What follows belongs to an exercise in optimizing a design on an open flow for small area, a short achievable clock period and few clock cycles per item; a production flow would make more cautious choices. In this exercise RTL edits were held to simulation tests only and were not proved equivalent to the original. No activity file was given, so power comes from the tool's default toggle rates.

Design ex_stage_top, start of the top module:
module ex_stage_top
(
	input  logic        clk,
	input  logic        reset_i,
	input  logic        issue_valid_i,
	input  logic [31:0] issue_inst_i,
	input  logic [63:0] issue_op1_i,
	input  logic [63:0] issue_op2_i,
	input  logic [63:0] issue_base_i,
	input  logic [63:0] issue_offset_i,
	input  logic [4:0]  issue_rd_i,
	output logic        wb_valid_o,
	output logic [4:0]  wb_rd_o,
	output logic [63:0] wb_data_o,
	output logic        redirect_valid_o,
	output logic [63:0] redirect_target_o,
	output logic        hold_o
);
Size in the first run: about 8300 cells after synthesis, ~310 flip-flops, about 58000 sq um of cells after synthesis.
export LEC_CHECK = 0
export ABC_AREA = 1
export CAP_MARGIN = 20
export CORE_MARGIN = 2
export CORE_UTILIZATION = 50
export SETUP_SLACK_MARGIN = 4
export SLEW_MARGIN = 20
create_clock -name core_clock -period 9.0 [get_ports {clk}]
standard.sh (not shown) runs the stock make flow with config.mk's settings and CLKGATE_MAP_FILE= SYNTH_SCRIPT=/design/flow/synth_recipe.tcl, a recipe that flattens the netlist after the stock synthesis.
==> flow/flow/run.sh <==
#!/bin/bash
# Layout flow: the standard flow (standard.sh) with two changes that help
# timing and area on sky130hd:
#  - the input and output port buffers are buf_4 cells; by default
#    buffer_ports picks the smallest buffer, a clkdlybuf4s50 delay cell, and
#    footprint-matched sizing can then only swap it for other delay cells;
#  - sizing may pick any equivalent cell, not only one of the same footprint.
# Synthesis is the standard synthesis, unchanged. Each step logs to its own
# file in the folder this runs in.
set -euo pipefail
bash standard.sh synth > synth.log 2>&1
sed 's|"\${@:-finish}"|"BUFFER_PORTS_ARGS=-buffer_cell sky130_fd_sc_hd__buf_4" MATCH_CELL_FOOTPRINT=0 "${@:-finish}"|' \
	standard.sh > standard_tuned.sh
grep -q MATCH_CELL_FOOTPRINT=0 standard_tuned.sh
bash standard_tuned.sh finish > layout.log 2>&1
test -s out/final.def
Testbench counts at the start, summed over its fixed seeds: cycles 11,373, instructions 8,000.
Next try:
--- a/flow/config.mk
+++ b/flow/config.mk
@@ -10,4 +10,5 @@
 export CORE_MARGIN = 2
-export CORE_UTILIZATION = 50
+export CORE_UTILIZATION = 40
 export SETUP_SLACK_MARGIN = 4
 export SLEW_MARGIN = 20
+export SYNTH_HIERARCHICAL = 1
=>
- setup slack got worse by 0.019 ns
- combinational power decreases by a little under a tenth
- synthesized area went up by a few percent
- sequential share of layout area goes down by 0.37 points
- wire length goes up by a little under a tenth
Next try:
--- a/flow/config.mk
+++ b/flow/config.mk
@@ -13,2 +13 @@
 export SLEW_MARGIN = 20
-export SYNTH_HIERARCHICAL = 1
After rerunning: Via count goes down by about 2%. Utilization is higher by 0.96 points. Global-route usage is higher by 2.5 points. Total power rises by about 8%. Sequential share of layout area increases by 0.18 points.
Next try:
--- a/flow/config.mk
+++ b/flow/config.mk
@@ -11,3 +11,3 @@
 export CORE_UTILIZATION = 40
-export SETUP_SLACK_MARGIN = 4
+export SETUP_SLACK_MARGIN = 4.3
 export SLEW_MARGIN = 20
Hold slack gets better by 0.0039 ns.
Die area stays the same.
Core utilization is higher by 1.4 points.
Worst setup slack is better by 0.0046 ns.
Total power came out higher by a few percent.
Critical path depth goes up by 8.
Combinational power came out higher by a few percent.
Non-clock buffer count rises by 57.
Final area rose by a few percent.
Via count increases by a few percent.
Final cell count increases slightly.
Next try:
--- a/flow/config.mk
+++ b/flow/config.mk
@@ -8,6 +8,6 @@
 export ABC_AREA = 1
-export CAP_MARGIN = 20
+export CAP_MARGIN = 10
 export CORE_MARGIN = 2
-export CORE_UTILIZATION = 40
-export SETUP_SLACK_MARGIN = 4.3
-export SLEW_MARGIN = 20
+export CORE_UTILIZATION = 50
+export SETUP_SLACK_MARGIN = 4.15
+export SLEW_MARGIN = 10
=>
- final cell count is lower by 4.4%
- sequential cell count is unchanged
- global-route usage is higher by 7.5 points
- die area is lower by 20%
- first-iteration DRC count is higher by about 2%
- power is lower by 3.4%

---

Setup of P:
ex_stage_top, a different RTL version from the one above (not shown whole).
For scale: roughly 8500 cells after synthesis, about 430 I/O pins, roughly 59000 sq um of cells after synthesis.
clock: 9.0 ns
lec_check: 0
abc_area: 1
cap_margin: 20
core_margin: 2
core_utilization: 40
setup_slack_margin: 4.5
slew_margin: 20
synth_hierarchical: 1
run.sh (not shown) runs the stock make flow with config.mk's settings and CLKGATE_MAP_FILE= SYNTH_SCRIPT=/design/flow/synth_recipe.tcl, a recipe that flattens the netlist after the stock synthesis.
Stock flow here: none of the scripts above is used.
Testbench counts of P, summed over its fixed seeds: cycles 11,373, instructions 8,000.
Input-level comparison between Q and P:
Settings: changing SETUP_SLACK_MARGIN from 4.5 to 4; removing SYNTH_HIERARCHICAL (formerly 1).
==> flow/flow/run.sh (new file) <==
#!/bin/bash
# Layout flow: the standard flow (standard.sh) with two changes that help
# timing and area on sky130hd:
#  - the input and output port buffers are buf_4 cells; by default
#    buffer_ports picks the smallest buffer, a clkdlybuf4s50 delay cell, and
#    footprint-matched sizing can then only swap it for other delay cells;
#  - sizing may pick any equivalent cell, not only one of the same footprint.
# Synthesis is the standard synthesis, unchanged. Each step logs to its own
# file in the folder this runs in.
set -euo pipefail
bash standard.sh synth > synth.log 2>&1
sed 's|"\${@:-finish}"|"BUFFER_PORTS_ARGS=-buffer_cell sky130_fd_sc_hd__buf_4" MATCH_CELL_FOOTPRINT=0 "${@:-finish}"|' \
	standard.sh > standard_tuned.sh
grep -q MATCH_CELL_FOOTPRINT=0 standard_tuned.sh
bash standard_tuned.sh finish > layout.log 2>&1
test -s out/final.def
==> flow/standard.sh (new file) <==
#!/bin/bash
# synth_recipe.tcl (not shown) runs the flow's synth.tcl, then flattens the netlist and writes it again
# the make line also repeats each setting of config.mk as NAME=value (left out here)
make -C /OpenROAD-flow-scripts/flow DESIGN_CONFIG=/design/flow/config.mk WORK_HOME=/design/flow/orfs CLKGATE_MAP_FILE= SYNTH_SCRIPT=/design/flow/synth_recipe.tcl "${@:-finish}"
removed: flow/run.sh
Results
- In Q relative to P, aggregate routed wire length had gone down by a few percent.
- Buffer count excluding the clock tree in the final layout for Q: 206 down relative to P
- Total power divided by cell area: Q higher than P

static timing again, ports no longer ideal:
The results above use ideal ports. As a check the final layouts listed here were re-extracted and re-timed, cells and wires unchanged. Step 1 sets driving cells, clkbuf_16 on the clock port and buf_2 on the other inputs (assumed; they add their load-dependent delay and slew). Step 2 times the ports against the registers' clock, not the clock port: input delays grow and output delays shrink by t, the midpoint of the rising clock arrivals with the driver on. Three values: ideal, step 1, step 2; two values: the first two.
run | t, ns | setup WS [ns] | clock arrival spread, ns
the first run of note 1 | 0.680 | 3.904 / 3.837 / 3.386 | 0.037 / 0.036
the second run of note 1 | 0.676 | 3.885 / 3.929 / 3.253 | 0.052 / 0.052
the third run of note 1 | 0.663 | 3.874 / 3.809 / 3.380 | 0.031 / 0.030
the fourth run of note 1 | 0.689 | 3.879 / 3.810 / 3.429 | 0.042 / 0.041
the fifth run of note 1 | 0.677 | 3.938 / 3.879 / 3.398 | 0.025 / 0.025
P | 0.679 | 4.033 / 3.958 / 3.678 | 0.048 / 0.048
Q | 0.694 | 3.809 / 3.736 / 3.271 | 0.055 / 0.055
After both steps setup and hold are still met in every run listed. The setup slack of the second run of note 1, which loses most, moves by +0.044 ns with the drivers and by -0.632 ns with both steps.
